What follows belongs to an exercise in optimizing a design on an open flow for small area, a short achievable clock period and few clock cycles per item; a production flow would make more cautious choices. In this exercise RTL edits were held to simulation tests only and were not proved equivalent to the original. Power figures rest on the tool's default switching activity, not on a simulated workload.

[flow/flow/run.sh]
#!/bin/bash
# Layout flow: the standard flow (standard.sh, unchanged synthesis and
# steps) with three settings changed on make's command line:
#  - the port buffers that buffer_ports inserts are buf_4 cells, not its
#    default pick (a slow delay buffer);
#  - clock tree synthesis inserts no dummy loads (CTS_ARGS repeats ORFS's
#    own arguments and adds -dont_use_dummy_load).
# make's full output goes to flow.log in the work folder; ORFS keeps each
# step's log under orfs/logs.
set -euo pipefail
sed 's|"\${@:-finish}"|"BUFFER_PORTS_ARGS=-buffer_cell sky130_fd_sc_hd__buf_4" SETUP_SLACK_MARGIN=5.5 "CTS_ARGS=-sink_clustering_enable -repair_clock_nets -dont_use_dummy_load" "${@:-finish}"|' \
   standard.sh > standard_own.sh
grep -q 'SETUP_SLACK_MARGIN=5.5' standard_own.sh
bash standard_own.sh > flow.log 2>&1
[flow/standard.sh]
#!/bin/bash
# synth_recipe.tcl (not shown) runs the flow's synth.tcl, then flattens the netlist and writes it again
# the make line also repeats each setting of config.mk as NAME=value (left out here)
make -C /OpenROAD-flow-scripts/flow DESIGN_CONFIG=/design/flow/config.mk WORK_HOME=/design/flow/orfs CLKGATE_MAP_FILE= SYNTH_SCRIPT=/design/flow/synth_recipe.tcl "${@:-finish}"
[flow/config.mk]
export PLATFORM = sky130hd
export DESIGN_NAME = wave_gen_top
export DESIGN_NICKNAME = wave_gen_top
export VERILOG_FILES = /design/flow/design.v
export SDC_FILE = /design/flow/constraint.sdc
export NUM_CORES = 4
export LEC_CHECK = 0
export CAP_MARGIN = 20
export CORE_MARGIN = 2
export CORE_UTILIZATION = 40
export SLEW_MARGIN = 20
[flow/constraint.sdc]
create_clock -name core_clock -period 9.0 [get_ports {CLOCK}]
set_input_delay 1.8000 -clock core_clock [delete_from_list [all_inputs] [get_ports {CLOCK}]]
set_output_delay 1.8000 -clock core_clock [all_outputs]
set_load 0.01 [all_outputs]
[flow/design.v]
package wave_gen_pkg;
   localparam logic [1:0] WAVE_SINE  = 2'd0;
   localparam logic [1:0] WAVE_PULSE = 2'd1;
   localparam logic [1:0] WAVE_TRI   = 2'd2;
   localparam logic [1:0] WAVE_SAW   = 2'd3;
   typedef enum logic [1:0] {
      ST_IDLE  = 2'd0,
      ST_ISSUE = 2'd1,
      ST_DRAIN = 2'd2,
      ST_DONE  = 2'd3
   } wg_state_t;
   localparam logic [1:0] RST_WAVE = WAVE_SINE;
   localparam int         RST_STEP = 0;
   localparam int         RST_MIN  = 0;
   localparam logic [6:0] RST_DUTY = 7'd50;
   localparam logic [6:0] DUTY_MAX = 7'd100;
endpackage
module sine_lut #(
   parameter int DW = 12
) (
   input  logic [7:0]    idx_i,
   input  logic          neg_i,
   output logic [DW-1:0] u_o
);
   logic [DW-2:0] e_sel;
   sine_rom u_rom (
      .idx_i (idx_i),
      .e_o   (e_sel)
   );
   assign u_o = {~neg_i, e_sel ^ {(DW-1){neg_i}}};
endmodule
module sine_rom (
   input  logic [7:0]  idx_i,
   output logic [10:0] e_o
);
   always_comb begin
      case (idx_i)
         8'd0: e_o = 11'd6;
         8'd1: e_o = 11'd19;
         8'd2: e_o = 11'd31;
         8'd3: e_o = 11'd44;
         8'd4: e_o = 11'd57;
         8'd5: e_o = 11'd69;
         8'd6: e_o = 11'd82;
         8'd7: e_o = 11'd94;
         8'd8: e_o = 11'd107;
         8'd9: e_o = 11'd119;
         8'd10: e_o = 11'd132;
         8'd11: e_o = 11'd144;
         8'd12: e_o = 11'd157;
         8'd13: e_o = 11'd169;
         8'd14: e_o = 11'd182;
         8'd15: e_o = 11'd194;
         8'd16: e_o = 11'd207;
         8'd17: e_o = 11'd219;
         8'd18: e_o = 11'd232;
         8'd19: e_o = 11'd244;
         8'd20: e_o = 11'd257;
         8'd21: e_o = 11'd269;
         8'd22: e_o = 11'd282;
         8'd23: e_o = 11'd294;
         8'd24: e_o = 11'd307;
         8'd25: e_o = 11'd319;
         8'd26: e_o = 11'd331;
         8'd27: e_o = 11'd344;
         8'd28: e_o = 11'd356;
         8'd29: e_o = 11'd369;
         8'd30: e_o = 11'd381;
         8'd31: e_o = 11'd393;
         8'd32: e_o = 11'd406;
         8'd33: e_o = 11'd418;
         8'd34: e_o = 11'd430;
         8'd35: e_o = 11'd442;
         8'd36: e_o = 11'd455;
         8'd37: e_o = 11'd467;
         8'd38: e_o = 11'd479;
         8'd39: e_o = 11'd491;
         8'd40: e_o = 11'd503;
         8'd41: e_o = 11'd516;
         8'd42: e_o = 11'd528;
         8'd43: e_o = 11'd540;
         8'd44: e_o = 11'd552;
         8'd45: e_o = 11'd564;
         8'd46: e_o = 11'd576;
         8'd47: e_o = 11'd588;
         8'd48: e_o = 11'd600;
         8'd49: e_o = 11'd612;
         8'd50: e_o = 11'd624;
         8'd51: e_o = 11'd636;
         8'd52: e_o = 11'd648;
         8'd53: e_o = 11'd660;
         8'd54: e_o = 11'd672;
         8'd55: e_o = 11'd684;
         8'd56: e_o = 11'd696;
         8'd57: e_o = 11'd707;
         8'd58: e_o = 11'd719;
         8'd59: e_o = 11'd731;
         8'd60: e_o = 11'd743;
         8'd61: e_o = 11'd754;
         8'd62: e_o = 11'd766;
         8'd63: e_o = 11'd778;
         8'd64: e_o = 11'd789;
         8'd65: e_o = 11'd801;
         8'd66: e_o = 11'd812;
         8'd67: e_o = 11'd824;
         8'd68: e_o = 11'd835;
         8'd69: e_o = 11'd847;
         8'd70: e_o = 11'd858;
         8'd71: e_o = 11'd870;
         8'd72: e_o = 11'd881;
         8'd73: e_o = 11'd892;
         8'd74: e_o = 11'd903;
         8'd75: e_o = 11'd915;
         8'd76: e_o = 11'd926;
         8'd77: e_o = 11'd937;
         8'd78: e_o = 11'd948;
         8'd79: e_o = 11'd959;
         8'd80: e_o = 11'd970;
         8'd81: e_o = 11'd982;
         8'd82: e_o = 11'd993;
         8'd83: e_o = 11'd1003;
         8'd84: e_o = 11'd1014;
         8'd85: e_o = 11'd1025;
         8'd86: e_o = 11'd1036;
         8'd87: e_o = 11'd1047;
         8'd88: e_o = 11'd1058;
         8'd89: e_o = 11'd1068;
         8'd90: e_o = 11'd1079;
         8'd91: e_o = 11'd1090;
         8'd92: e_o = 11'd1100;
         8'd93: e_o = 11'd1111;
         8'd94: e_o = 11'd1122;
         8'd95: e_o = 11'd1132;
         8'd96: e_o = 11'd1142;
         8'd97: e_o = 11'd1153;
         8'd98: e_o = 11'd1163;
         8'd99: e_o = 11'd1174;
         8'd100: e_o = 11'd1184;
         8'd101: e_o = 11'd1194;
         8'd102: e_o = 11'd1204;
         8'd103: e_o = 11'd1214;
         8'd104: e_o = 11'd1224;
         8'd105: e_o = 11'd1234;
         8'd106: e_o = 11'd1244;
         8'd107: e_o = 11'd1254;
         8'd108: e_o = 11'd1264;
         8'd109: e_o = 11'd1274;
         8'd110: e_o = 11'd1284;
         8'd111: e_o = 11'd1294;
         8'd112: e_o = 11'd1303;
         8'd113: e_o = 11'd1313;
         8'd114: e_o = 11'd1323;
         8'd115: e_o = 11'd1332;
         8'd116: e_o = 11'd1342;
         8'd117: e_o = 11'd1351;
         8'd118: e_o = 11'd1361;
         8'd119: e_o = 11'd1370;
         8'd120: e_o = 11'd1379;
         8'd121: e_o = 11'd1389;
         8'd122: e_o = 11'd1398;
         8'd123: e_o = 11'd1407;
         8'd124: e_o = 11'd1416;
         8'd125: e_o = 11'd1425;
         8'd126: e_o = 11'd1434;
         8'd127: e_o = 11'd1443;
         8'd128: e_o = 11'd1452;
         8'd129: e_o = 11'd1461;
         8'd130: e_o = 11'd1469;
         8'd131: e_o = 11'd1478;
         8'd132: e_o = 11'd1487;
         8'd133: e_o = 11'd1495;
         8'd134: e_o = 11'd1504;
         8'd135: e_o = 11'd1513;
         8'd136: e_o = 11'd1521;
         8'd137: e_o = 11'd1529;
         8'd138: e_o = 11'd1538;
         8'd139: e_o = 11'd1546;
         8'd140: e_o = 11'd1554;
         8'd141: e_o = 11'd1562;
         8'd142: e_o = 11'd1570;
         8'd143: e_o = 11'd1578;
         8'd144: e_o = 11'd1586;
         8'd145: e_o = 11'd1594;
         8'd146: e_o = 11'd1602;
         8'd147: e_o = 11'd1610;
         8'd148: e_o = 11'd1618;
         8'd149: e_o = 11'd1625;
         8'd150: e_o = 11'd1633;
         8'd151: e_o = 11'd1640;
         8'd152: e_o = 11'd1648;
         8'd153: e_o = 11'd1655;
         8'd154: e_o = 11'd1663;
         8'd155: e_o = 11'd1670;
         8'd156: e_o = 11'd1677;
         8'd157: e_o = 11'd1684;
         8'd158: e_o = 11'd1691;
         8'd159: e_o = 11'd1699;
         8'd160: e_o = 11'd1705;
         8'd161: e_o = 11'd1712;
         8'd162: e_o = 11'd1719;
         8'd163: e_o = 11'd1726;
         8'd164: e_o = 11'd1733;
         8'd165: e_o = 11'd1739;
         8'd166: e_o = 11'd1746;
         8'd167: e_o = 11'd1753;
         8'd168: e_o = 11'd1759;
         8'd169: e_o = 11'd1765;
         8'd170: e_o = 11'd1772;
         8'd171: e_o = 11'd1778;
         8'd172: e_o = 11'd1784;
         8'd173: e_o = 11'd1790;
         8'd174: e_o = 11'd1796;
         8'd175: e_o = 11'd1802;
         8'd176: e_o = 11'd1808;
         8'd177: e_o = 11'd1814;
         8'd178: e_o = 11'd1820;
         8'd179: e_o = 11'd1826;
         8'd180: e_o = 11'd1831;
         8'd181: e_o = 11'd1837;
         8'd182: e_o = 11'd1842;
         8'd183: e_o = 11'd1848;
         8'd184: e_o = 11'd1853;
         8'd185: e_o = 11'd1858;
         8'd186: e_o = 11'd1864;
         8'd187: e_o = 11'd1869;
         8'd188: e_o = 11'd1874;
         8'd189: e_o = 11'd1879;
         8'd190: e_o = 11'd1884;
         8'd191: e_o = 11'd1889;
         8'd192: e_o = 11'd1894;
         8'd193: e_o = 11'd1898;
         8'd194: e_o = 11'd1903;
         8'd195: e_o = 11'd1908;
         8'd196: e_o = 11'd1912;
         8'd197: e_o = 11'd1917;
         8'd198: e_o = 11'd1921;
         8'd199: e_o = 11'd1925;
         8'd200: e_o = 11'd1929;
         8'd201: e_o = 11'd1934;
         8'd202: e_o = 11'd1938;
         8'd203: e_o = 11'd1942;
         8'd204: e_o = 11'd1946;
         8'd205: e_o = 11'd1950;
         8'd206: e_o = 11'd1953;
         8'd207: e_o = 11'd1957;
         8'd208: e_o = 11'd1961;
         8'd209: e_o = 11'd1964;
         8'd210: e_o = 11'd1968;
         8'd211: e_o = 11'd1971;
         8'd212: e_o = 11'd1975;
         8'd213: e_o = 11'd1978;
         8'd214: e_o = 11'd1981;
         8'd215: e_o = 11'd1984;
         8'd216: e_o = 11'd1987;
         8'd217: e_o = 11'd1990;
         8'd218: e_o = 11'd1993;
         8'd219: e_o = 11'd1996;
         8'd220: e_o = 11'd1999;
         8'd221: e_o = 11'd2001;
         8'd222: e_o = 11'd2004;
         8'd223: e_o = 11'd2006;
         8'd224: e_o = 11'd2009;
         8'd225: e_o = 11'd2011;
         8'd226: e_o = 11'd2014;
         8'd227: e_o = 11'd2016;
         8'd228: e_o = 11'd2018;
         8'd229: e_o = 11'd2020;
         8'd230: e_o = 11'd2022;
         8'd231: e_o = 11'd2024;
         8'd232: e_o = 11'd2026;
         8'd233: e_o = 11'd2028;
         8'd234: e_o = 11'd2029;
         8'd235: e_o = 11'd2031;
         8'd236: e_o = 11'd2032;
         8'd237: e_o = 11'd2034;
         8'd238: e_o = 11'd2035;
         8'd239: e_o = 11'd2037;
         8'd240: e_o = 11'd2038;
         8'd241: e_o = 11'd2039;
         8'd242: e_o = 11'd2040;
         8'd243: e_o = 11'd2041;
         8'd244: e_o = 11'd2042;
         8'd245: e_o = 11'd2043;
         8'd246: e_o = 11'd2044;
         8'd247: e_o = 11'd2044;
         8'd248: e_o = 11'd2045;
         8'd249: e_o = 11'd2045;
         8'd250: e_o = 11'd2046;
         8'd251: e_o = 11'd2046;
         8'd252: e_o = 11'd2047;
         8'd253: e_o = 11'd2047;
         8'd254: e_o = 11'd2047;
         8'd255: e_o = 11'd2047;
         default: e_o = 11'd0;
      endcase
   end
endmodule
module wave_gen_multi #(
   parameter int NCH = 2,
   parameter int DW  = 12,
   parameter int PW  = 24,
   localparam int CHW = (NCH > 1) ? $clog2(NCH) : 1
) (
   input  logic              CLOCK,
   input  logic              RESET,
   input  logic              tick,
   input  logic [NCH-1:0]    enable,
   input  logic              cfg_valid,
   output logic              cfg_ready,
   input  logic [CHW-1:0]    cfg_ch,
   input  logic [1:0]        cfg_wave,
   input  logic [PW-1:0]     cfg_step,
   input  logic [DW-1:0]     cfg_min,
   input  logic [DW-1:0]     cfg_max,
   input  logic [6:0]        cfg_duty,
   output logic              cfg_err,
   output logic [NCH*DW-1:0] sample,
   output logic              sample_valid,
   output logic              overrun
);
   assign cfg_ready = 1'b1;
   logic [PW-1:0]  phase_q    [NCH];
   logic [7:0]     sidx_q     [NCH];
   logic [1:0]     act_wave_q [NCH];
   logic [PW-1:0]  act_step_q [NCH];
   logic [DW-1:0]  act_min_q  [NCH];
   logic [DW-1:0]  act_rng_q  [NCH];
   logic [10:0]    act_thr_q  [NCH];
   logic [1:0]     sh_wave_q  [NCH];
   logic [PW-1:0]  sh_step_q  [NCH];
   logic [DW-1:0]  sh_min_q   [NCH];
   logic [DW-1:0]  sh_rng_q   [NCH];
   logic [10:0]    sh_thr_q   [NCH];
   logic [NCH-1:0] sh_set_q;
   logic          cfg_acc;
   logic          cfg_bad;
   assign cfg_acc  = cfg_valid && cfg_ready;
   assign cfg_bad  = (cfg_min > cfg_max) || (cfg_duty > wave_gen_pkg::DUTY_MAX) ||
                     (int'(cfg_ch) >= NCH);
   logic           in_tick_q;
   logic           in_cfg_q;
   logic [NCH-1:0] in_en_q;
   logic [CHW-1:0] in_ch_q;
   logic [1:0]     in_wave_q;
   logic [PW-1:0]  in_step_q;
   logic [DW-1:0]  in_min_q;
   logic [DW-1:0]  in_rng_q;
   logic [6:0]     in_duty_q;
   always_ff @(posedge CLOCK) begin
      in_en_q   <= enable;
      in_ch_q   <= cfg_ch;
      in_wave_q <= cfg_wave;
      in_step_q <= cfg_step;
      in_min_q  <= cfg_min;
      in_rng_q  <= cfg_max - cfg_min;
      in_duty_q <= cfg_duty;
   end
   logic          cfg_wr;
   logic [DW-1:0] cfg_rng;
   logic [10:0]   cfg_thr;
   assign cfg_wr   = in_cfg_q && !cfg_err_q;
   assign cfg_rng  = in_rng_q;
   function automatic logic [10:0] duty_thr(input int d);
      duty_thr = 11'((d * 1024 + 99) / 100);
   endfunction
   logic [10:0] thr_rom [128];
   for (genvar g = 0; g < 128; g++) begin : g_thr
      localparam logic [10:0] THR = duty_thr(g);
      assign thr_rom[g] = THR;
   end
   assign cfg_thr = thr_rom[in_duty_q];
   logic sample_valid_q;
   logic cfg_err_q;
   logic overrun_q;
   logic tick_acc;
   assign tick_acc = in_tick_q;
   logic [DW-1:0]  u_d    [NCH];
   logic [PW:0]    sum_w  [NCH];
   for (genvar c = 0; c < NCH; c++) begin : g_lane
      logic [PW-1:0] p;
      logic [DW-1:0] tri_t;
      logic          pulse_hi;
      logic [DW-1:0] lut_u;
      assign p     = phase_q[c];
      assign tri_t = p[PW-2 -: DW];
      assign sum_w[c] = {1'b0, p} + {1'b0, act_step_q[c]};
      sine_lut #(.DW(DW)) u_sine_lut (
         .idx_i (sidx_q[c]),
         .neg_i (p[PW-1]),
         .u_o   (lut_u)
      );
      always_comb begin
         pulse_hi = 11'(p[PW-1 -: 10]) < act_thr_q[c];
         case (act_wave_q[c])
            wave_gen_pkg::WAVE_SAW:   u_d[c] = p[PW-1 -: DW];
            wave_gen_pkg::WAVE_TRI:   u_d[c] = p[PW-1] ? ~tri_t : tri_t;
            wave_gen_pkg::WAVE_PULSE: u_d[c] = pulse_hi ? '1 : '0;
            default:                  u_d[c] = lut_u;
         endcase
         if (!in_en_q[c]) begin
            u_d[c] = '0;
         end
      end
   end
   logic [DW-1:0]  s1_u_q   [NCH];
   logic [DW-1:0]  s1_min_q [NCH];
   logic [DW-1:0]  s1_rng_q [NCH];
   logic           s1_valid_q;
   logic           s2_valid_q;
   always_ff @(posedge CLOCK) begin
      for (int c = 0; c < NCH; c++) begin
         s1_u_q[c]   <= u_d[c];
         s1_min_q[c] <= act_min_q[c];
         s1_rng_q[c] <= act_rng_q[c];
      end
   end
   logic [2*DW-1:0] s2_s_q   [NCH];
   logic [2*DW-1:0] s2_c_q   [NCH];
   for (genvar c = 0; c < NCH; c++) begin : g_mul
      logic [2*DW-1:0] ms;
      logic [2*DW-1:0] mc;
      csa_mul u_mul (
         .a (s1_rng_q[c]),
         .b (s1_u_q[c]),
         .m (s1_min_q[c]),
         .s (ms),
         .c (mc)
      );
      always_ff @(posedge CLOCK) begin
         s2_s_q[c]   <= ms;
         s2_c_q[c]   <= mc;
      end
   end
   logic [NCH*DW-1:0] sample_q;
   always_ff @(posedge CLOCK) begin
      for (int c = 0; c < NCH; c++) begin
         sample_q[c*DW +: DW] <= DW'((s2_s_q[c] + s2_c_q[c]) >> DW);
      end
   end
   always_ff @(posedge CLOCK) begin
      for (int c = 0; c < NCH; c++) begin
         if (cfg_wr && (in_ch_q == CHW'(c))) begin
            sh_wave_q[c] <= in_wave_q;
            sh_step_q[c] <= in_step_q;
            sh_min_q[c]  <= in_min_q;
            sh_rng_q[c]  <= cfg_rng;
            sh_thr_q[c]  <= cfg_thr;
         end
      end
   end
   always_ff @(posedge CLOCK or posedge RESET) begin
      if (RESET) begin
         for (int c = 0; c < NCH; c++) begin
            phase_q[c]    <= '0;
            sidx_q[c]     <= '0;
            act_wave_q[c] <= wave_gen_pkg::RST_WAVE;
            act_step_q[c] <= PW'(wave_gen_pkg::RST_STEP);
            act_min_q[c]  <= DW'(wave_gen_pkg::RST_MIN);
            act_rng_q[c]  <= '1;
            act_thr_q[c]  <= duty_thr(int'(wave_gen_pkg::RST_DUTY));
         end
         in_tick_q      <= 1'b0;
         in_cfg_q       <= 1'b0;
         sh_set_q       <= '0;
         s1_valid_q     <= 1'b0;
         s2_valid_q     <= 1'b0;
         sample_valid_q <= 1'b0;
         cfg_err_q      <= 1'b0;
         overrun_q      <= 1'b0;
      end else begin
         for (int c = 0; c < NCH; c++) begin
            if (tick_acc) begin
               if (in_en_q[c]) begin
                  phase_q[c] <= sum_w[c][PW-1:0];
                  sidx_q[c]  <= sum_w[c][PW-2] ? ~sum_w[c][PW-3 -: 8] : sum_w[c][PW-3 -: 8];
                  if (sum_w[c][PW] && sh_set_q[c]) begin
                     act_wave_q[c] <= sh_wave_q[c];
                     act_step_q[c] <= sh_step_q[c];
                     act_min_q[c]  <= sh_min_q[c];
                     act_rng_q[c]  <= sh_rng_q[c];
                     act_thr_q[c]  <= sh_thr_q[c];
                  end
               end else begin
                  phase_q[c] <= '0;
                  sidx_q[c]  <= '0;
               end
            end
            if (cfg_wr && (in_ch_q == CHW'(c))) begin
               sh_set_q[c] <= 1'b1;
               if (!in_en_q[c]) begin
                  act_wave_q[c] <= in_wave_q;
                  act_step_q[c] <= in_step_q;
                  act_min_q[c]  <= in_min_q;
                  act_rng_q[c]  <= cfg_rng;
                  act_thr_q[c]  <= cfg_thr;
               end
            end
         end
         in_tick_q      <= tick && cfg_ready;
         in_cfg_q       <= cfg_acc;
         s1_valid_q     <= tick_acc;
         s2_valid_q     <= s1_valid_q;
         sample_valid_q <= s2_valid_q;
         cfg_err_q      <= cfg_acc && cfg_bad;
         if (tick && !cfg_ready) begin
            overrun_q <= 1'b1;
         end
      end
   end
   assign sample       = sample_q;
   assign sample_valid = sample_valid_q;
   assign cfg_err      = cfg_err_q;
   assign overrun      = overrun_q;
endmodule
module csa_mul (
   input  logic [11:0] a,
   input  logic [11:0] b,
   input  logic [11:0] m,
   output logic [23:0] s,
   output logic [23:0] c
);
   logic pp1;
   logic pp2;
   logic pp3;
   logic pp4;
   logic pp5;
   logic pp6;
   logic pp7;
   logic pp8;
   logic pp9;
   logic pp10;
   logic pp11;
   logic pp12;
   logic pp13;
   logic pp14;
   logic pp15;
   logic pp16;
   logic pp17;
   logic pp18;
   logic pp19;
   logic pp20;
   logic pp21;
   logic pp22;
   logic pp23;
   logic pp24;
   logic pp25;
   logic pp26;
   logic pp27;
   logic pp28;
   logic pp29;
   logic pp30;
   logic pp31;
   logic pp32;
   logic pp33;
   logic pp34;
   logic pp35;
   logic pp36;
   logic pp37;
   logic pp38;
   logic pp39;
   logic pp40;
   logic pp41;
   logic pp42;
   logic pp43;
   logic pp44;
   logic pp45;
   logic pp46;
   logic pp47;
   logic pp48;
   logic pp49;
   logic pp50;
   logic pp51;
   logic pp52;
   logic pp53;
   logic pp54;
   logic pp55;
   logic pp56;
   logic pp57;
   logic pp58;
   logic pp59;
   logic pp60;
   logic pp61;
   logic pp62;
   logic pp63;
   logic pp64;
   logic pp65;
   logic pp66;
   logic pp67;
   logic pp68;
   logic pp69;
   logic pp70;
   logic pp71;
   logic pp72;
   logic pp73;
   logic pp74;
   logic pp75;
   logic pp76;
   logic pp77;
   logic pp78;
   logic pp79;
   logic pp80;
   logic pp81;
   logic pp82;
   logic pp83;
   logic pp84;
   logic pp85;
   logic pp86;
   logic pp87;
   logic pp88;
   logic pp89;
   logic pp90;
   logic pp91;
   logic pp92;
   logic pp93;
   logic pp94;
   logic pp95;
   logic pp96;
   logic pp97;
   logic pp98;
   logic pp99;
   logic pp100;
   logic pp101;
   logic pp102;
   logic pp103;
   logic pp104;
   logic pp105;
   logic pp106;
   logic pp107;
   logic pp108;
   logic pp109;
   logic pp110;
   logic pp111;
   logic pp112;
   logic pp113;
   logic pp114;
   logic pp115;
   logic pp116;
   logic pp117;
   logic pp118;
   logic pp119;
   logic pp120;
   logic pp121;
   logic pp122;
   logic pp123;
   logic pp124;
   logic pp125;
   logic pp126;
   logic pp127;
   logic pp128;
   logic pp129;
   logic pp130;
   logic pp131;
   logic pp132;
   logic pp133;
   logic pp134;
   logic pp135;
   logic pp136;
   logic pp137;
   logic pp138;
   logic pp139;
   logic pp140;
   logic pp141;
   logic pp142;
   logic pp143;
   logic pp144;
   logic s145;
   logic c146;
   logic s147;
   logic c148;
   logic s149;
   logic c150;
   logic s151;
   logic c152;
   logic s153;
   logic c154;
   logic s155;
   logic c156;
   logic s157;
   logic c158;
   logic s159;
   logic c160;
   logic s161;
   logic c162;
   logic s163;
   logic c164;
   logic s165;
   logic c166;
   logic s167;
   logic c168;
   logic s169;
   logic c170;
   logic s171;
   logic c172;
   logic s173;
   logic c174;
   logic s175;
   logic c176;
   logic s177;
   logic c178;
   logic s179;
   logic c180;
   logic s181;
   logic c182;
   logic s183;
   logic c184;
   logic s185;
   logic c186;
   logic s187;
   logic c188;
   logic s189;
   logic c190;
   logic s191;
   logic c192;
   logic s193;
   logic c194;
   logic s195;
   logic c196;
   logic s197;
   logic c198;
   logic s199;
   logic c200;
   logic s201;
   logic c202;
   logic s203;
   logic c204;
   logic s205;
   logic c206;
   logic s207;
   logic c208;
   logic s209;
   logic c210;
   logic s211;
   logic c212;
   logic s213;
   logic c214;
   logic s215;
   logic c216;
   logic s217;
   logic c218;
   logic s219;
   logic c220;
   logic s221;
   logic c222;
   logic s223;
   logic c224;
   logic s225;
   logic c226;
   logic s227;
   logic c228;
   logic s229;
   logic c230;
   logic s231;
   logic c232;
   logic s233;
   logic c234;
   logic s235;
   logic c236;
   logic s237;
   logic c238;
   logic s239;
   logic c240;
   logic s241;
   logic c242;
   logic s243;
   logic c244;
   logic s245;
   logic c246;
   logic s247;
   logic c248;
   logic s249;
   logic c250;
   logic s251;
   logic c252;
   logic s253;
   logic c254;
   logic s255;
   logic c256;
   logic s257;
   logic c258;
   logic s259;
   logic c260;
   logic s261;
   logic c262;
   logic s263;
   logic c264;
   logic s265;
   logic c266;
   logic s267;
   logic c268;
   logic s269;
   logic c270;
   logic s271;
   logic c272;
   logic s273;
   logic c274;
   logic s275;
   logic c276;
   logic s277;
   logic c278;
   logic s279;
   logic c280;
   logic s281;
   logic c282;
   logic s283;
   logic c284;
   logic s285;
   logic c286;
   logic s287;
   logic c288;
   logic s289;
   logic c290;
   logic s291;
   logic c292;
   logic s293;
   logic c294;
   logic s295;
   logic c296;
   logic s297;
   logic c298;
   logic s299;
   logic c300;
   logic s301;
   logic c302;
   logic s303;
   logic c304;
   logic s305;
   logic c306;
   logic s307;
   logic c308;
   logic s309;
   logic c310;
   logic s311;
   logic c312;
   logic s313;
   logic c314;
   logic s315;
   logic c316;
   logic s317;
   logic c318;
   logic s319;
   logic c320;
   logic s321;
   logic c322;
   logic s323;
   logic c324;
   logic s325;
   logic c326;
   logic s327;
   logic c328;
   logic s329;
   logic c330;
   logic s331;
   logic c332;
   logic s333;
   logic c334;
   logic s335;
   logic c336;
   logic s337;
   logic c338;
   logic s339;
   logic c340;
   logic s341;
   logic c342;
   logic s343;
   logic c344;
   logic s345;
   logic c346;
   logic s347;
   logic c348;
   logic s349;
   logic c350;
   logic s351;
   logic c352;
   logic s353;
   logic c354;
   logic s355;
   logic c356;
   logic s357;
   logic c358;
   logic s359;
   logic c360;
   logic s361;
   logic c362;
   logic s363;
   logic c364;
   logic s365;
   logic c366;
   logic s367;
   logic c368;
   logic s369;
   logic c370;
   logic s371;
   logic c372;
   logic s373;
   logic c374;
   logic s375;
   logic c376;
   logic s377;
   logic c378;
   logic s379;
   logic c380;
   logic s381;
   logic c382;
   logic s383;
   logic c384;
   logic s385;
   logic c386;
   logic s387;
   logic c388;
   logic s389;
   logic c390;
   logic s391;
   logic c392;
   logic s393;
   logic c394;
   logic s395;
   logic c396;
   logic s397;
   logic c398;
   logic s399;
   logic c400;
   logic s401;
   logic c402;
   logic s403;
   logic c404;
   logic s405;
   logic c406;
   logic s407;
   logic c408;
   assign pp1 = a[0] & b[0];
   assign pp2 = a[0] & b[1];
   assign pp3 = a[0] & b[2];
   assign pp4 = a[0] & b[3];
   assign pp5 = a[0] & b[4];
   assign pp6 = a[0] & b[5];
   assign pp7 = a[0] & b[6];
   assign pp8 = a[0] & b[7];
   assign pp9 = a[0] & b[8];
   assign pp10 = a[0] & b[9];
   assign pp11 = a[0] & b[10];
   assign pp12 = a[0] & b[11];
   assign pp13 = a[1] & b[0];
   assign pp14 = a[1] & b[1];
   assign pp15 = a[1] & b[2];
   assign pp16 = a[1] & b[3];
   assign pp17 = a[1] & b[4];
   assign pp18 = a[1] & b[5];
   assign pp19 = a[1] & b[6];
   assign pp20 = a[1] & b[7];
   assign pp21 = a[1] & b[8];
   assign pp22 = a[1] & b[9];
   assign pp23 = a[1] & b[10];
   assign pp24 = a[1] & b[11];
   assign pp25 = a[2] & b[0];
   assign pp26 = a[2] & b[1];
   assign pp27 = a[2] & b[2];
   assign pp28 = a[2] & b[3];
   assign pp29 = a[2] & b[4];
   assign pp30 = a[2] & b[5];
   assign pp31 = a[2] & b[6];
   assign pp32 = a[2] & b[7];
   assign pp33 = a[2] & b[8];
   assign pp34 = a[2] & b[9];
   assign pp35 = a[2] & b[10];
   assign pp36 = a[2] & b[11];
   assign pp37 = a[3] & b[0];
   assign pp38 = a[3] & b[1];
   assign pp39 = a[3] & b[2];
   assign pp40 = a[3] & b[3];
   assign pp41 = a[3] & b[4];
   assign pp42 = a[3] & b[5];
   assign pp43 = a[3] & b[6];
   assign pp44 = a[3] & b[7];
   assign pp45 = a[3] & b[8];
   assign pp46 = a[3] & b[9];
   assign pp47 = a[3] & b[10];
   assign pp48 = a[3] & b[11];
   assign pp49 = a[4] & b[0];
   assign pp50 = a[4] & b[1];
   assign pp51 = a[4] & b[2];
   assign pp52 = a[4] & b[3];
   assign pp53 = a[4] & b[4];
   assign pp54 = a[4] & b[5];
   assign pp55 = a[4] & b[6];
   assign pp56 = a[4] & b[7];
   assign pp57 = a[4] & b[8];
   assign pp58 = a[4] & b[9];
   assign pp59 = a[4] & b[10];
   assign pp60 = a[4] & b[11];
   assign pp61 = a[5] & b[0];
   assign pp62 = a[5] & b[1];
   assign pp63 = a[5] & b[2];
   assign pp64 = a[5] & b[3];
   assign pp65 = a[5] & b[4];
   assign pp66 = a[5] & b[5];
   assign pp67 = a[5] & b[6];
   assign pp68 = a[5] & b[7];
   assign pp69 = a[5] & b[8];
   assign pp70 = a[5] & b[9];
   assign pp71 = a[5] & b[10];
   assign pp72 = a[5] & b[11];
   assign pp73 = a[6] & b[0];
   assign pp74 = a[6] & b[1];
   assign pp75 = a[6] & b[2];
   assign pp76 = a[6] & b[3];
   assign pp77 = a[6] & b[4];
   assign pp78 = a[6] & b[5];
   assign pp79 = a[6] & b[6];
   assign pp80 = a[6] & b[7];
   assign pp81 = a[6] & b[8];
   assign pp82 = a[6] & b[9];
   assign pp83 = a[6] & b[10];
   assign pp84 = a[6] & b[11];
   assign pp85 = a[7] & b[0];
   assign pp86 = a[7] & b[1];
   assign pp87 = a[7] & b[2];
   assign pp88 = a[7] & b[3];
   assign pp89 = a[7] & b[4];
   assign pp90 = a[7] & b[5];
   assign pp91 = a[7] & b[6];
   assign pp92 = a[7] & b[7];
   assign pp93 = a[7] & b[8];
   assign pp94 = a[7] & b[9];
   assign pp95 = a[7] & b[10];
   assign pp96 = a[7] & b[11];
   assign pp97 = a[8] & b[0];
   assign pp98 = a[8] & b[1];
   assign pp99 = a[8] & b[2];
   assign pp100 = a[8] & b[3];
   assign pp101 = a[8] & b[4];
   assign pp102 = a[8] & b[5];
   assign pp103 = a[8] & b[6];
   assign pp104 = a[8] & b[7];
   assign pp105 = a[8] & b[8];
   assign pp106 = a[8] & b[9];
   assign pp107 = a[8] & b[10];
   assign pp108 = a[8] & b[11];
   assign pp109 = a[9] & b[0];
   assign pp110 = a[9] & b[1];
   assign pp111 = a[9] & b[2];
   assign pp112 = a[9] & b[3];
   assign pp113 = a[9] & b[4];
   assign pp114 = a[9] & b[5];
   assign pp115 = a[9] & b[6];
   assign pp116 = a[9] & b[7];
   assign pp117 = a[9] & b[8];
   assign pp118 = a[9] & b[9];
   assign pp119 = a[9] & b[10];
   assign pp120 = a[9] & b[11];
   assign pp121 = a[10] & b[0];
   assign pp122 = a[10] & b[1];
   assign pp123 = a[10] & b[2];
   assign pp124 = a[10] & b[3];
   assign pp125 = a[10] & b[4];
   assign pp126 = a[10] & b[5];
   assign pp127 = a[10] & b[6];
   assign pp128 = a[10] & b[7];
   assign pp129 = a[10] & b[8];
   assign pp130 = a[10] & b[9];
   assign pp131 = a[10] & b[10];
   assign pp132 = a[10] & b[11];
   assign pp133 = a[11] & b[0];
   assign pp134 = a[11] & b[1];
   assign pp135 = a[11] & b[2];
   assign pp136 = a[11] & b[3];
   assign pp137 = a[11] & b[4];
   assign pp138 = a[11] & b[5];
   assign pp139 = a[11] & b[6];
   assign pp140 = a[11] & b[7];
   assign pp141 = a[11] & b[8];
   assign pp142 = a[11] & b[9];
   assign pp143 = a[11] & b[10];
   assign pp144 = a[11] & b[11];
   assign s145 = pp9 ^ pp20;
   assign c146 = pp9 & pp20;
   assign s147 = pp10 ^ pp21 ^ pp32;
   assign c148 = (pp10 & pp21) | (pp10 & pp32) | (pp21 & pp32);
   assign s149 = pp43 ^ pp54;
   assign c150 = pp43 & pp54;
   assign s151 = pp11 ^ pp22 ^ pp33;
   assign c152 = (pp11 & pp22) | (pp11 & pp33) | (pp22 & pp33);
   assign s153 = pp44 ^ pp55 ^ pp66;
   assign c154 = (pp44 & pp55) | (pp44 & pp66) | (pp55 & pp66);
   assign s155 = pp77 ^ pp88;
   assign c156 = pp77 & pp88;
   assign s157 = pp12 ^ pp23 ^ pp34;
   assign c158 = (pp12 & pp23) | (pp12 & pp34) | (pp23 & pp34);
   assign s159 = pp45 ^ pp56 ^ pp67;
   assign c160 = (pp45 & pp56) | (pp45 & pp67) | (pp56 & pp67);
   assign s161 = pp78 ^ pp89 ^ pp100;
   assign c162 = (pp78 & pp89) | (pp78 & pp100) | (pp89 & pp100);
   assign s163 = pp111 ^ pp122;
   assign c164 = pp111 & pp122;
   assign s165 = pp24 ^ pp35 ^ pp46;
   assign c166 = (pp24 & pp35) | (pp24 & pp46) | (pp35 & pp46);
   assign s167 = pp57 ^ pp68 ^ pp79;
   assign c168 = (pp57 & pp68) | (pp57 & pp79) | (pp68 & pp79);
   assign s169 = pp90 ^ pp101 ^ pp112;
   assign c170 = (pp90 & pp101) | (pp90 & pp112) | (pp101 & pp112);
   assign s171 = pp123 ^ pp134;
   assign c172 = pp123 & pp134;
   assign s173 = pp36 ^ pp47 ^ pp58;
   assign c174 = (pp36 & pp47) | (pp36 & pp58) | (pp47 & pp58);
   assign s175 = pp69 ^ pp80 ^ pp91;
   assign c176 = (pp69 & pp80) | (pp69 & pp91) | (pp80 & pp91);
   assign s177 = pp102 ^ pp113 ^ pp124;
   assign c178 = (pp102 & pp113) | (pp102 & pp124) | (pp113 & pp124);
   assign s179 = pp48 ^ pp59 ^ pp70;
   assign c180 = (pp48 & pp59) | (pp48 & pp70) | (pp59 & pp70);
   assign s181 = pp81 ^ pp92 ^ pp103;
   assign c182 = (pp81 & pp92) | (pp81 & pp103) | (pp92 & pp103);
   assign s183 = pp60 ^ pp71 ^ pp82;
   assign c184 = (pp60 & pp71) | (pp60 & pp82) | (pp71 & pp82);
   assign s185 = pp6 ^ pp17;
   assign c186 = pp6 & pp17;
   assign s187 = pp7 ^ pp18 ^ pp29;
   assign c188 = (pp7 & pp18) | (pp7 & pp29) | (pp18 & pp29);
   assign s189 = pp40 ^ pp51;
   assign c190 = pp40 & pp51;
   assign s191 = pp8 ^ pp19 ^ pp30;
   assign c192 = (pp8 & pp19) | (pp8 & pp30) | (pp19 & pp30);
   assign s193 = pp41 ^ pp52 ^ pp63;
   assign c194 = (pp41 & pp52) | (pp41 & pp63) | (pp52 & pp63);
   assign s195 = pp74 ^ pp85;
   assign c196 = pp74 & pp85;
   assign s197 = s145 ^ pp31 ^ pp42;
   assign c198 = (s145 & pp31) | (s145 & pp42) | (pp31 & pp42);
   assign s199 = pp53 ^ pp64 ^ pp75;
   assign c200 = (pp53 & pp64) | (pp53 & pp75) | (pp64 & pp75);
   assign s201 = pp86 ^ pp97 ^ b[8];
   assign c202 = (pp86 & pp97) | (pp86 & b[8]) | (pp97 & b[8]);
   assign s203 = s147 ^ s149 ^ pp65;
   assign c204 = (s147 & s149) | (s147 & pp65) | (s149 & pp65);
   assign s205 = pp76 ^ pp87 ^ pp98;
   assign c206 = (pp76 & pp87) | (pp76 & pp98) | (pp87 & pp98);
   assign s207 = pp109 ^ b[9] ^ c146;
   assign c208 = (pp109 & b[9]) | (pp109 & c146) | (b[9] & c146);
   assign s209 = s151 ^ s153 ^ s155;
   assign c210 = (s151 & s153) | (s151 & s155) | (s153 & s155);
   assign s211 = pp99 ^ pp110 ^ pp121;
   assign c212 = (pp99 & pp110) | (pp99 & pp121) | (pp110 & pp121);
   assign s213 = b[10] ^ c148 ^ c150;
   assign c214 = (b[10] & c148) | (b[10] & c150) | (c148 & c150);
   assign s215 = s157 ^ s159 ^ s161;
   assign c216 = (s157 & s159) | (s157 & s161) | (s159 & s161);
   assign s217 = s163 ^ pp133 ^ b[11];
   assign c218 = (s163 & pp133) | (s163 & b[11]) | (pp133 & b[11]);
   assign s219 = c152 ^ c154 ^ c156;
   assign c220 = (c152 & c154) | (c152 & c156) | (c154 & c156);
   assign s221 = s165 ^ s167 ^ s169;
   assign c222 = (s165 & s167) | (s165 & s169) | (s167 & s169);
   assign s223 = s171 ^ m[0] ^ c158;
   assign c224 = (s171 & m[0]) | (s171 & c158) | (m[0] & c158);
   assign s225 = c160 ^ c162 ^ c164;
   assign c226 = (c160 & c162) | (c160 & c164) | (c162 & c164);
   assign s227 = s173 ^ s175 ^ s177;
   assign c228 = (s173 & s175) | (s173 & s177) | (s175 & s177);
   assign s229 = pp135 ^ m[1] ^ c166;
   assign c230 = (pp135 & m[1]) | (pp135 & c166) | (m[1] & c166);
   assign s231 = c168 ^ c170 ^ c172;
   assign c232 = (c168 & c170) | (c168 & c172) | (c170 & c172);
   assign s233 = s179 ^ s181 ^ pp114;
   assign c234 = (s179 & s181) | (s179 & pp114) | (s181 & pp114);
   assign s235 = pp125 ^ pp136 ^ m[2];
   assign c236 = (pp125 & pp136) | (pp125 & m[2]) | (pp136 & m[2]);
   assign s237 = c174 ^ c176 ^ c178;
   assign c238 = (c174 & c176) | (c174 & c178) | (c176 & c178);
   assign s239 = s183 ^ pp93 ^ pp104;
   assign c240 = (s183 & pp93) | (s183 & pp104) | (pp93 & pp104);
   assign s241 = pp115 ^ pp126 ^ pp137;
   assign c242 = (pp115 & pp126) | (pp115 & pp137) | (pp126 & pp137);
   assign s243 = m[3] ^ c180 ^ c182;
   assign c244 = (m[3] & c180) | (m[3] & c182) | (c180 & c182);
   assign s245 = pp72 ^ pp83 ^ pp94;
   assign c246 = (pp72 & pp83) | (pp72 & pp94) | (pp83 & pp94);
   assign s247 = pp105 ^ pp116 ^ pp127;
   assign c248 = (pp105 & pp116) | (pp105 & pp127) | (pp116 & pp127);
   assign s249 = pp138 ^ m[4] ^ c184;
   assign c250 = (pp138 & m[4]) | (pp138 & c184) | (m[4] & c184);
   assign s251 = pp84 ^ pp95 ^ pp106;
   assign c252 = (pp84 & pp95) | (pp84 & pp106) | (pp95 & pp106);
   assign s253 = pp117 ^ pp128 ^ pp139;
   assign c254 = (pp117 & pp128) | (pp117 & pp139) | (pp128 & pp139);
   assign s255 = pp96 ^ pp107 ^ pp118;
   assign c256 = (pp96 & pp107) | (pp96 & pp118) | (pp107 & pp118);
   assign s257 = pp4 ^ pp15;
   assign c258 = pp4 & pp15;
   assign s259 = pp5 ^ pp16 ^ pp27;
   assign c260 = (pp5 & pp16) | (pp5 & pp27) | (pp16 & pp27);
   assign s261 = pp38 ^ pp49;
   assign c262 = pp38 & pp49;
   assign s263 = s185 ^ pp28 ^ pp39;
   assign c264 = (s185 & pp28) | (s185 & pp39) | (pp28 & pp39);
   assign s265 = pp50 ^ pp61 ^ b[5];
   assign c266 = (pp50 & pp61) | (pp50 & b[5]) | (pp61 & b[5]);
   assign s267 = s187 ^ s189 ^ pp62;
   assign c268 = (s187 & s189) | (s187 & pp62) | (s189 & pp62);
   assign s269 = pp73 ^ b[6] ^ c186;
   assign c270 = (pp73 & b[6]) | (pp73 & c186) | (b[6] & c186);
   assign s271 = s191 ^ s193 ^ s195;
   assign c272 = (s191 & s193) | (s191 & s195) | (s193 & s195);
   assign s273 = b[7] ^ c188 ^ c190;
   assign c274 = (b[7] & c188) | (b[7] & c190) | (c188 & c190);
   assign s275 = s197 ^ s199 ^ s201;
   assign c276 = (s197 & s199) | (s197 & s201) | (s199 & s201);
   assign s277 = c192 ^ c194 ^ c196;
   assign c278 = (c192 & c194) | (c192 & c196) | (c194 & c196);
   assign s279 = s203 ^ s205 ^ s207;
   assign c280 = (s203 & s205) | (s203 & s207) | (s205 & s207);
   assign s281 = c198 ^ c200 ^ c202;
   assign c282 = (c198 & c200) | (c198 & c202) | (c200 & c202);
   assign s283 = s209 ^ s211 ^ s213;
   assign c284 = (s209 & s211) | (s209 & s213) | (s211 & s213);
   assign s285 = c204 ^ c206 ^ c208;
   assign c286 = (c204 & c206) | (c204 & c208) | (c206 & c208);
   assign s287 = s215 ^ s217 ^ s219;
   assign c288 = (s215 & s217) | (s215 & s219) | (s217 & s219);
   assign s289 = c210 ^ c212 ^ c214;
   assign c290 = (c210 & c212) | (c210 & c214) | (c212 & c214);
   assign s291 = s221 ^ s223 ^ s225;
   assign c292 = (s221 & s223) | (s221 & s225) | (s223 & s225);
   assign s293 = c216 ^ c218 ^ c220;
   assign c294 = (c216 & c218) | (c216 & c220) | (c218 & c220);
   assign s295 = s227 ^ s229 ^ s231;
   assign c296 = (s227 & s229) | (s227 & s231) | (s229 & s231);
   assign s297 = c222 ^ c224 ^ c226;
   assign c298 = (c222 & c224) | (c222 & c226) | (c224 & c226);
   assign s299 = s233 ^ s235 ^ s237;
   assign c300 = (s233 & s235) | (s233 & s237) | (s235 & s237);
   assign s301 = c228 ^ c230 ^ c232;
   assign c302 = (c228 & c230) | (c228 & c232) | (c230 & c232);
   assign s303 = s239 ^ s241 ^ s243;
   assign c304 = (s239 & s241) | (s239 & s243) | (s241 & s243);
   assign s305 = c234 ^ c236 ^ c238;
   assign c306 = (c234 & c236) | (c234 & c238) | (c236 & c238);
   assign s307 = s245 ^ s247 ^ s249;
   assign c308 = (s245 & s247) | (s245 & s249) | (s247 & s249);
   assign s309 = c240 ^ c242 ^ c244;
   assign c310 = (c240 & c242) | (c240 & c244) | (c242 & c244);
   assign s311 = s251 ^ s253 ^ m[5];
   assign c312 = (s251 & s253) | (s251 & m[5]) | (s253 & m[5]);
   assign s313 = c246 ^ c248 ^ c250;
   assign c314 = (c246 & c248) | (c246 & c250) | (c248 & c250);
   assign s315 = s255 ^ pp129 ^ pp140;
   assign c316 = (s255 & pp129) | (s255 & pp140) | (pp129 & pp140);
   assign s317 = m[6] ^ c252 ^ c254;
   assign c318 = (m[6] & c252) | (m[6] & c254) | (c252 & c254);
   assign s319 = pp108 ^ pp119 ^ pp130;
   assign c320 = (pp108 & pp119) | (pp108 & pp130) | (pp119 & pp130);
   assign s321 = pp141 ^ m[7] ^ c256;
   assign c322 = (pp141 & m[7]) | (pp141 & c256) | (m[7] & c256);
   assign s323 = pp120 ^ pp131 ^ pp142;
   assign c324 = (pp120 & pp131) | (pp120 & pp142) | (pp131 & pp142);
   assign s325 = pp3 ^ pp14;
   assign c326 = pp3 & pp14;
   assign s327 = s257 ^ pp26 ^ pp37;
   assign c328 = (s257 & pp26) | (s257 & pp37) | (pp26 & pp37);
   assign s329 = s259 ^ s261 ^ b[4];
   assign c330 = (s259 & s261) | (s259 & b[4]) | (s261 & b[4]);
   assign s331 = s263 ^ s265 ^ c260;
   assign c332 = (s263 & s265) | (s263 & c260) | (s265 & c260);
   assign s333 = s267 ^ s269 ^ c264;
   assign c334 = (s267 & s269) | (s267 & c264) | (s269 & c264);
   assign s335 = s271 ^ s273 ^ c268;
   assign c336 = (s271 & s273) | (s271 & c268) | (s273 & c268);
   assign s337 = s275 ^ s277 ^ c272;
   assign c338 = (s275 & s277) | (s275 & c272) | (s277 & c272);
   assign s339 = s279 ^ s281 ^ c276;
   assign c340 = (s279 & s281) | (s279 & c276) | (s281 & c276);
   assign s341 = s283 ^ s285 ^ c280;
   assign c342 = (s283 & s285) | (s283 & c280) | (s285 & c280);
   assign s343 = s287 ^ s289 ^ c284;
   assign c344 = (s287 & s289) | (s287 & c284) | (s289 & c284);
   assign s345 = s291 ^ s293 ^ c288;
   assign c346 = (s291 & s293) | (s291 & c288) | (s293 & c288);
   assign s347 = s295 ^ s297 ^ c292;
   assign c348 = (s295 & s297) | (s295 & c292) | (s297 & c292);
   assign s349 = s299 ^ s301 ^ c296;
   assign c350 = (s299 & s301) | (s299 & c296) | (s301 & c296);
   assign s351 = s303 ^ s305 ^ c300;
   assign c352 = (s303 & s305) | (s303 & c300) | (s305 & c300);
   assign s353 = s307 ^ s309 ^ c304;
   assign c354 = (s307 & s309) | (s307 & c304) | (s309 & c304);
   assign s355 = s311 ^ s313 ^ c308;
   assign c356 = (s311 & s313) | (s311 & c308) | (s313 & c308);
   assign s357 = s315 ^ s317 ^ c312;
   assign c358 = (s315 & s317) | (s315 & c312) | (s317 & c312);
   assign s359 = s319 ^ s321 ^ c316;
   assign c360 = (s319 & s321) | (s319 & c316) | (s321 & c316);
   assign s361 = s323 ^ m[8] ^ c320;
   assign c362 = (s323 & m[8]) | (s323 & c320) | (m[8] & c320);
   assign s363 = pp132 ^ pp143 ^ m[9];
   assign c364 = (pp132 & pp143) | (pp132 & m[9]) | (pp143 & m[9]);
   assign s365 = pp2 ^ pp13;
   assign c366 = pp2 & pp13;
   assign s367 = s325 ^ pp25 ^ b[2];
   assign c368 = (s325 & pp25) | (s325 & b[2]) | (pp25 & b[2]);
   assign s369 = s327 ^ b[3] ^ c326;
   assign c370 = (s327 & b[3]) | (s327 & c326) | (b[3] & c326);
   assign s371 = s329 ^ c258 ^ c328;
   assign c372 = (s329 & c258) | (s329 & c328) | (c258 & c328);
   assign s373 = s331 ^ c262 ^ c330;
   assign c374 = (s331 & c262) | (s331 & c330) | (c262 & c330);
   assign s375 = s333 ^ c266 ^ c332;
   assign c376 = (s333 & c266) | (s333 & c332) | (c266 & c332);
   assign s377 = s335 ^ c270 ^ c334;
   assign c378 = (s335 & c270) | (s335 & c334) | (c270 & c334);
   assign s379 = s337 ^ c274 ^ c336;
   assign c380 = (s337 & c274) | (s337 & c336) | (c274 & c336);
   assign s381 = s339 ^ c278 ^ c338;
   assign c382 = (s339 & c278) | (s339 & c338) | (c278 & c338);
   assign s383 = s341 ^ c282 ^ c340;
   assign c384 = (s341 & c282) | (s341 & c340) | (c282 & c340);
   assign s385 = s343 ^ c286 ^ c342;
   assign c386 = (s343 & c286) | (s343 & c342) | (c286 & c342);
   assign s387 = s345 ^ c290 ^ c344;
   assign c388 = (s345 & c290) | (s345 & c344) | (c290 & c344);
   assign s389 = s347 ^ c294 ^ c346;
   assign c390 = (s347 & c294) | (s347 & c346) | (c294 & c346);
   assign s391 = s349 ^ c298 ^ c348;
   assign c392 = (s349 & c298) | (s349 & c348) | (c298 & c348);
   assign s393 = s351 ^ c302 ^ c350;
   assign c394 = (s351 & c302) | (s351 & c350) | (c302 & c350);
   assign s395 = s353 ^ c306 ^ c352;
   assign c396 = (s353 & c306) | (s353 & c352) | (c306 & c352);
   assign s397 = s355 ^ c310 ^ c354;
   assign c398 = (s355 & c310) | (s355 & c354) | (c310 & c354);
   assign s399 = s357 ^ c314 ^ c356;
   assign c400 = (s357 & c314) | (s357 & c356) | (c314 & c356);
   assign s401 = s359 ^ c318 ^ c358;
   assign c402 = (s359 & c318) | (s359 & c358) | (c318 & c358);
   assign s403 = s361 ^ c322 ^ c360;
   assign c404 = (s361 & c322) | (s361 & c360) | (c322 & c360);
   assign s405 = s363 ^ c324 ^ c362;
   assign c406 = (s363 & c324) | (s363 & c362) | (c324 & c362);
   assign s407 = pp144 ^ m[10] ^ c364;
   assign c408 = (pp144 & m[10]) | (pp144 & c364) | (m[10] & c364);
   assign s[0] = pp1;
   assign c[0] = b[0];
   assign s[1] = s365;
   assign c[1] = b[1];
   assign s[2] = s367;
   assign c[2] = c366;
   assign s[3] = s369;
   assign c[3] = c368;
   assign s[4] = s371;
   assign c[4] = c370;
   assign s[5] = s373;
   assign c[5] = c372;
   assign s[6] = s375;
   assign c[6] = c374;
   assign s[7] = s377;
   assign c[7] = c376;
   assign s[8] = s379;
   assign c[8] = c378;
   assign s[9] = s381;
   assign c[9] = c380;
   assign s[10] = s383;
   assign c[10] = c382;
   assign s[11] = s385;
   assign c[11] = c384;
   assign s[12] = s387;
   assign c[12] = c386;
   assign s[13] = s389;
   assign c[13] = c388;
   assign s[14] = s391;
   assign c[14] = c390;
   assign s[15] = s393;
   assign c[15] = c392;
   assign s[16] = s395;
   assign c[16] = c394;
   assign s[17] = s397;
   assign c[17] = c396;
   assign s[18] = s399;
   assign c[18] = c398;
   assign s[19] = s401;
   assign c[19] = c400;
   assign s[20] = s403;
   assign c[20] = c402;
   assign s[21] = s405;
   assign c[21] = c404;
   assign s[22] = s407;
   assign c[22] = c406;
   assign s[23] = m[11];
   assign c[23] = c408;
endmodule
module wave_gen_top (
   input  logic         CLOCK,
   input  logic         RESET,
   input  logic         tick,
   input  logic [5:0]   enable,
   input  logic         cfg_valid,
   output logic         cfg_ready,
   input  logic [2:0]   cfg_ch,
   input  logic [1:0]   cfg_wave,
   input  logic [23:0]  cfg_step,
   input  logic [11:0]  cfg_min,
   input  logic [11:0]  cfg_max,
   input  logic [6:0]   cfg_duty,
   output logic         cfg_err,
   output logic [71:0]  sample,
   output logic         sample_valid,
   output logic         overrun
);
   wave_gen_multi #(.NCH(6), .DW(12), .PW(24)) u_gen (
      .CLOCK        (CLOCK),
      .RESET        (RESET),
      .tick         (tick),
      .enable       (enable),
      .cfg_valid    (cfg_valid),
      .cfg_ready    (cfg_ready),
      .cfg_ch       (cfg_ch),
      .cfg_wave     (cfg_wave),
      .cfg_step     (cfg_step),
      .cfg_min      (cfg_min),
      .cfg_max      (cfg_max),
      .cfg_duty     (cfg_duty),
      .cfg_err      (cfg_err),
      .sample       (sample),
      .sample_valid (sample_valid),
      .overrun      (overrun)
   );
endmodule
==> run summary, run 1 <==
The flow ran to the end and the layout has no timing, DRC or antenna violations. The via count of the first global-routing pass was 83,809. The number of nets handed over by synthesis was 12,564.

For the total number of yosys warnings, the log shows 42. STA classifies the critical path endpoint as a register. The fraction of synthesized cell area taken by the top area cell type came out at 13.9%. The count of vias placed by the detailed router was 85,101. The path class of the tightest hold or removal check is reg -> reg. Global routing consumed, over all layers together, 24.3% of the routing resources.

146 I/O pins were placed. Type of element launching the critical path: a register. The number of enable-type register cells in the synthesized netlist is 366, and the final worst clock skew is 0.0925 ns. In the synthesized netlist the async set-or-reset flop fraction comes to 36.1%. For this run, the register share of the synthesized area comes to 36.4%. The level count of the clock H-tree is 4. The effective utilization at floorplan is 40.1%, and the utilization after layout is 45.3%. Using the TritonRoute via totals, the vias-per-cell ratio works out to 5.77. The logs give 0.0500 uW for the static power due to leakage and 221,000 um for the HPWL reported at the end of detailed placement.

In the routed design, unresolved DRC markers number 0. The die span in x is 516 um. The antenna violation net count after detailed routing is 0, and the critical path's largest stage delay is 0.37 ns. The tools report the wire length of the first global-routing pass as 510,000 um. The tools report the final worst setup slack as 5.42 ns. The cell that appears most often on the critical path is sky130_fd_sc_hd__a21oi_2.

TritonCTS built the clock tree. Summed over all failing endpoints, the final setup total negative slack is 0 ns. The wire length after detailed routing is 340,000 um. For the number of antenna violations at the first check in global routing, the log shows 11. In this run the deepest clock path goes through 4 buffers. Across the VDD grid, the largest voltage drop is 254 uV. The count of buffers added on input and output ports is 143. At the worst endpoint, the required time is 9.74 ns.

In this run the vertical extent of the chip is 516 um. The number of DRC markers after the initial detailed-route iteration came out at 8,714. The worst setup path is of the reg -> reg kind. The critical path data arrival time was 4.32 ns. Hold timing on the final database bottoms out at a slack of 0.324 ns. The clock transition at the registers of the reported paths is 0.06 ns. The commonest cells after synthesis are sky130_fd_sc_hd__nand2_1 (1,385), sky130_fd_sc_hd__inv_1 (1,016), sky130_fd_sc_hd__nor2_1 (768), sky130_fd_sc_hd__fa_1 (727), sky130_fd_sc_hd__dfxtp_1 (642). The tools report the total number of clock tree sinks as 1,578. For the post-synthesis instance area, the log shows 105,000 um^2. The tools report the residual overflow from global routing as 0. Cell accounting for the most synthesized area: sky130_fd_sc_hd__fa_1. The detailed-route wire length per cell is 23.0 um, and the share of cells above drive strength 1 is 12.8%. Most used flip-flop cell after synthesis: sky130_fd_sc_hd__dfxtp_1. Setup violations remaining at the end of the flow were counted as 0. Clock tree synthesis inserted a total of 186 buffers.

Cell type of the slowest stage on the worst timing path: sky130_fd_sc_hd__and3_4. The net count of the finished layout is 12,538. Traced cell by cell, the critical path runs through ha_2 -> inv_2 -> fa_2 -> nor2b_4 -> o2111ai_2 -> a21oi_2 -> o211ai_1 -> a21oi_2 -> a211oi_2 -> o31ai_1 -> a21o_1 -> and3_4 -> clkbuf_16 -> nand2_1 -> a31oi_1. Max-cap violations in this run came to 0. Setup repair after global routing could not meet its margin everywhere. The congestion estimate from routability-driven global placement came to 0.934. The average cell area after synthesis was 9.33 um^2. The minimum setup slack after placement is 4.31 ns.

The transition time of the tightest slew-check pin was 1.24 ns. The largest net degree at the start of global routing is 144. The library cell with the highest instance count after synthesis was sky130_fd_sc_hd__nand2_1. The maximum fanout encountered on the critical timing path is 15.

Dividing total power by cell area gives a power density of 382 nW/um^2. The tools report the area enclosed by the die boundary as 267,000 um^2. By area the synthesized netlist is led by sky130_fd_sc_hd__fa_1 (14%), sky130_fd_sc_hd__dfxtp_1 (12%), sky130_fd_sc_hd__dfrtp_1 (12%), sky130_fd_sc_hd__edfxtp_1 (10%), sky130_fd_sc_hd__ha_1 (6.0%). The completed layout was analyzed and its total power is 45,300 uW. Post-route minimum period: 3.58 ns. After layout, the worst path uses 39.8% of the clock period. Compared with the post-synthesis result, the final layout area differs by 13.0%.

The number of synthesized register bits is 1,578. The floorplan has 188 rows. The later-pin clock latency in the skew report is 0.87 ns, and the count of mapped cells out of synthesis is 11,263. The number of library cell types mapped by synthesis is 109. Static timing analysis puts the maximum clock frequency at 279 MHz.

Headroom to the max-slew limit came out at 17.2%. The total count of max-transition violations in the final report was 0. Number of endpoints with negative hold slack in the final report: 0. The pre-antenna-repair detailed-routing pass consisted of 8 iterations. The region available for standard cell placement spans 262,000 um^2. The tools report the clock root buffer as sky130_fd_sc_hd__clkbuf_16.
## cell families after synthesis
group	Yosys count	synth area share, %
and+or+nand+nor	3390	14.7
AOI/OAI and AO/OA	2718	17.1
buffers and inverters	1818	6.80
DFF	1578	36.4
adders and majority gates	1237	19.9
xor gates and xnor gates	283	2.42
muxes	237	2.65
other	2	0.00715
## path summary, 6_finish.rpt
kind	from	end	slack, ns	cells past startpoint
setup reg to reg	u_gen.act_step_q[1][0]	u_gen.act_wave_q[1][1]	5.42	15
hold reg to reg	u_gen.s1_min_q[2][11]	u_gen.s2_s_q[2][23]	0.32	0
setup / recovery	u_gen.act_step_q[1][0]	u_gen.act_wave_q[1][1]	5.42	15
max in group asynchronous	RESET	u_gen.sidx_q[5][2]	5.93	4
hold / removal	u_gen.s1_min_q[2][11]	u_gen.s2_s_q[2][23]	0.32	0
min in group asynchronous	RESET	u_gen.act_thr_q[4][2]	1.00	2
## worst max-delay path: cells and delay by family (launching register included)
family                   cells  cell delay, ns
adder cells (fa/ha/maj)      2            0.57
flip-flops                   1            0.35
buffers and inverters        2            0.29
AND/OR/NAND/NOR              3            0.61
AO/OA/AOI/OAI                8            1.62
## cell type report
class                           count  area, um^2
Fill cell                       24661      143000
Multi-Input combinational cell   7869       61200
Sequential cell                  1578       38700
Timing Repair Buffer              562        5680
Clock buffer                      186        4650
Tap cell                         3515        4400
Inverter                         1037        4000
Timing Repair inverter              3        15.0
Antenna cell                        4        10.0
## flip-flops by register name, indices dropped and copies added, names as in the netlist, 72 cells and up
register	count
u_gen.act_min_q	72
u_gen.s2_c_q	144
u_gen.s2_s_q	144
u_gen.sh_min_q	72
u_gen.sh_step_q	144
u_gen.act_step_q	144
u_gen.sample_q	72
u_gen.phase_q	144
u_gen.s1_u_q	72
u_gen.s1_min_q	72
u_gen.sh_rng_q	72
u_gen.s1_rng_q	72
u_gen.act_rng_q	72
## power by group
group          switching [uW]  internal [uW]
registers                2820          10100
logic                   15000          10900
clock network            2780           3600
## metrics by stage
step	std cells	cell area, um^2
5_1_grt	14753	119000
4_1_cts	14565	115000
6_report	14754	119000
3_3_place_gp	14277	108000
3_5_place_dp	14277	109000
2_1_floorplan	11263	105000
## layout by cell type (no fill, tap or decap), drive strengths merged, types with 30 or more instances in the layout
master / n
or2: 30
nor2b: 108
edfxtp: 366
a211oi: 134
dfstp: 78
a311oi: 63
o31ai: 46
xor2: 79
a221oi: 31
nand2b: 126
buf: 531
o311ai: 64
o221ai: 33
ha: 504
dfrtp: 492
and2: 458
xnor2: 205
nor2: 769
inv: 996
nand2: 1385
o211ai: 105
o21a: 91
mux4: 32
clkbuf: 217
dfxtp: 642
o22ai: 149
a21oi: 574
nor3: 158
mux2i: 195
a31oi: 215
and3: 49
a22o: 79
or3: 38
nand3: 190
a21o: 113
fa: 727
o21ai: 679
## timing repair
| action | 4_1_cts | 5_1_grt |
|---|---|---|
| hold endpoints to repair | 0 | 0 |
| endpoints found under the setup margin | 583 | 529 |
| resized for setup | 352 | 416 |
| hold buffers | 0 | 0 |
| buffers inserted | 89 | 151 |
| cloned | 13 | 31 |
| pin swaps | 21 | 171 |
## per-layer routing
layer | track usage [%] | vias up | wire, um
li1 | - | 38345 | -
met1 | 34.3 | 42535 | 150000
met2 | 37.7 | 3559 | 151000
met3 | 3.71 | 660 | 26300
met4 | 9.14 | 2 | 12800
met5 | 0 | - | 10
Testbench counts, summed over its fixed seeds: cycles 7,062, items 5,628.
==> inputs of run 2 (changes only) <==
--- a/flow/flow/run.sh
+++ b/flow/flow/run.sh
@@ -8,7 +8,7 @@
 # make's full output goes to flow.log in the work folder; ORFS keeps each
 # step's log under orfs/logs.
 set -euo pipefail
-sed 's|"\${@:-finish}"|"BUFFER_PORTS_ARGS=-buffer_cell sky130_fd_sc_hd__buf_4" SETUP_SLACK_MARGIN=5.5 "CTS_ARGS=-sink_clustering_enable -repair_clock_nets -dont_use_dummy_load" "${@:-finish}"|' \
+sed 's|"\${@:-finish}"|"BUFFER_PORTS_ARGS=-buffer_cell sky130_fd_sc_hd__buf_4" SETUP_SLACK_MARGIN=5.6 "CTS_ARGS=-sink_clustering_enable -repair_clock_nets -dont_use_dummy_load" "${@:-finish}"|' \
    standard.sh > standard_own.sh
-grep -q 'SETUP_SLACK_MARGIN=5.5' standard_own.sh
+grep -q 'SETUP_SLACK_MARGIN=5.6' standard_own.sh
 bash standard_own.sh > flow.log 2>&1
==> run 2 against run 1 <==
Net effect:
- still clean
- design area increased by 2.5%
- sequential cell count unchanged
- final cell count increased by 0.98%
==> run summary, run 2 <==
The maximum fanout encountered on the critical timing path works out to 6 (-9). The peak ir drop on the vdd network was 261 uV (+2.5%); the average cell area after synthesis was 9.33 um^2 (unchanged). The number of endpoints with negative hold slack in the final report was 0 (unchanged); the post-layout instance area was 122,000 um^2 (+2.5%). Start point of the worst hold path: u_gen.s1_min_q[5][11]. For the wire length of the first global-routing pass, the log shows 512,000 um (+0.48%). The power per unit of standard cell area came out at 380 nW/um^2 (-0.49%). The critical path's largest stage delay is 0.41 ns (+0.04 ns), and the via-per-instance ratio is 5.79 (+0.33%). The number of synthesized register bits is 1,578 (unchanged). Setup TNS: 0 ns (unchanged). The tools report the endpoint of the worst register-to-register path as u_gen.act_min_q[3][1].

In this run the critical register-to-register path is launched from u_gen.act_step_q[3][0]. The fraction of synthesized cell area taken by the top area cell type was 13.9% (unchanged). The tools report the later-pin clock latency in the skew report as 0.85 ns (-0.02 ns).

HPWL reported at the end of detailed placement: 219,000 um (-1.0%). The worst min-delay path endpoint is u_gen.s2_s_q[5][23]. The post-synthesis share of cell area spent on and, or, nand and nor gates is 14.7% (unchanged), and the data required time of the critical path is 9.62 ns (-0.12 ns). The quantity of I/O buffers inserted on ports was 143 (unchanged); the net total in the final layout was 12,675 (+1.1%). The tools report the reg2reg setup slack as 5.44 ns (+0.03 ns). Worst slew slack as a fraction of its limit: 20.1% (+2.8 points). For the worst-case clock buffer depth, the log shows 3 (-1). The share of cells above drive strength 1 was 15.9% (+3.2 points); the detailed-route wire length per cell was 22.9 um (-0.38%).

The count of vias placed by the detailed router came out at 86,218 (+1.3%). The logs give 15 (+4) for the number of antenna violations at the first check in global routing and 0.933 (-0.11%) for the last weighted congestion value of the routability-driven placer. The signal on the critical path passes through ha_4 -> inv_2 -> fa_2 -> nor2b_4 -> o31a_1 -> o221a_4 -> a211o_1 -> a31oi_4 -> o21ai_4 -> a31oi_4 -> a211oi_4 -> or2_4 -> buf_12 -> nand2_2 -> a31oi_1.

The commonest non-fill, non-tap cell in the layout was sky130_fd_sc_hd__nand2_1. The tools report the number of nets produced by synthesis as 12,564 (unchanged). Worst setup path category: reg -> reg. Timing-limited maximum frequency: 281 MHz (+0.74%).

The transition time of the tightest slew-check pin is 1.19 ns (-0.0504 ns), and the fraction of synthesized area in multiplexers is 2.65% (unchanged). The flow ran to the end and the layout has no timing, DRC or antenna violations. The fraction of synthesis flops using an asynchronous set or reset pin is 36.1% (unchanged), and the fraction of the mapped netlist area in compound gates is 17.1% (unchanged).

Number of enable-type register cells in the synthesized netlist: 366 (unchanged). The residual overflow from global routing was 0 (unchanged). CTS placed an instance of sky130_fd_sc_hd__clkbuf_16 at the clock tree root.

The count of mapped cells out of synthesis was 11,263 (unchanged). The total count of max-transition violations in the final report was 0 (unchanged). The critical path data arrival time was 4.17 ns (-0.15 ns); the total setup violations reported at the end of the flow was 0 (unchanged). For the static power due to leakage, the log shows 0.0513 uW (+2.6%). The tools report the number of standard-cell rows in the floorplan as 188 (unchanged).
==> run 2: cell counts after synthesis <==
No cell type changed its count.
==> run 2: per-layer routing <==
metal  vias to the layer above  routed length (um)  global-route usage (%)
met1                     43161              148000                    34.2
met4                         2               13100                    9.45
met5                         -                  11                       0
li1                      38677                   -                       -
met2                      3689              154000                    38.3
met3                       689               26100                    3.60
==> run 2: critical path: cells and delay by family, from the launching register on <==
family	cells	cell delay [ns]
buffers and inverters	2	0.24
adder cells (fa/ha/maj)	2	0.41
AO/OA/AOI/OAI	8	1.73
flip-flops	1	0.41
AND/OR/NAND/NOR	3	0.50
==> run 2: worst max path at each step <==
stage | from | endpoint | slack [ns] | cells after the start
final | u_gen.act_step_q[3][0] | u_gen.act_min_q[3][1] | 5.44 | 15
after detailed placement | cfg_min[2] | u_gen.cfg_err_q | 4.30 | 14
after global placement | cfg_min[2] | u_gen.cfg_err_q | 4.27 | 14
after floorplan | RESET | u_gen.act_min_q[0][0] | -0.50 | 1
after global routing | u_gen.act_step_q[2][0] | u_gen.sidx_q[2][2] | 5.33 | 17
after CTS | u_gen.s1_u_q[5][7] | u_gen.s2_s_q[5][9] | 5.54 | 10
==> run 2: repair_timing <==
| item | in CTS | in global routing |
|---|---|---|
| pin swaps | 64 | 359 |
| gates cloned | 21 | 46 |
| setup buffers | 207 | 162 |
| resized for setup | 495 | 690 |
| endpoints found under the setup margin | 613 | 566 |
==> run 2: cells by family after synthesis <==
kind of cell | count (synthesis)
and+or+nand+nor | 3390
AOI/OAI and AO/OA | 2718
buffers and inverters | 1818
DFF | 1578
adders and majority gates | 1237
xor gates and xnor gates | 283
muxes | 237
other | 2
==> run 2: final cells by class <==
| cell class | count | area, um^2 |
|---|---|---|
| Antenna cell | 12 | 30.0 |
| Fill cell | 24392 | 140000 |
| Tap cell | 3515 | 4400 |
| Timing Repair Buffer | 704 | 7460 |
| Timing Repair inverter | 4 | 22.5 |
| Clock buffer | 176 | 4400 |
| Sequential cell | 1578 | 38700 |
| Multi-Input combinational cell | 7873 | 62600 |
| Inverter | 1037 | 4020 |
==> run 2: through the flow <==
step	hold slack (ns)	utilization (%)	power (uW)	std cells	setup WS (ns)
floorplan	0.310	-	29800	11263	-0.500
global placement	0.312	41.5	36700	14274	4.27
detailed placement	0.312	41.5	37200	14275	4.30
CTS	0.287	44.5	44700	14679	5.54
global route	0.302	46.5	50200	14891	5.33
finish	0.302	46.5	46200	14899	5.44
==> run 2: power by group <==
group,total (uW),switching (uW),internal [uW]
clock network,6090,2690,3400
logic,27200,15600,11700
registers,12900,2760,10200

Setup slack of run 2, layout unchanged: 5.445 ns with ideal ports, 5.445 ns with driving cells assumed (clock clkbuf_16, inputs buf_2), 4.942 ns with port delays also shifted by the 0.902 ns mid clock arrival.
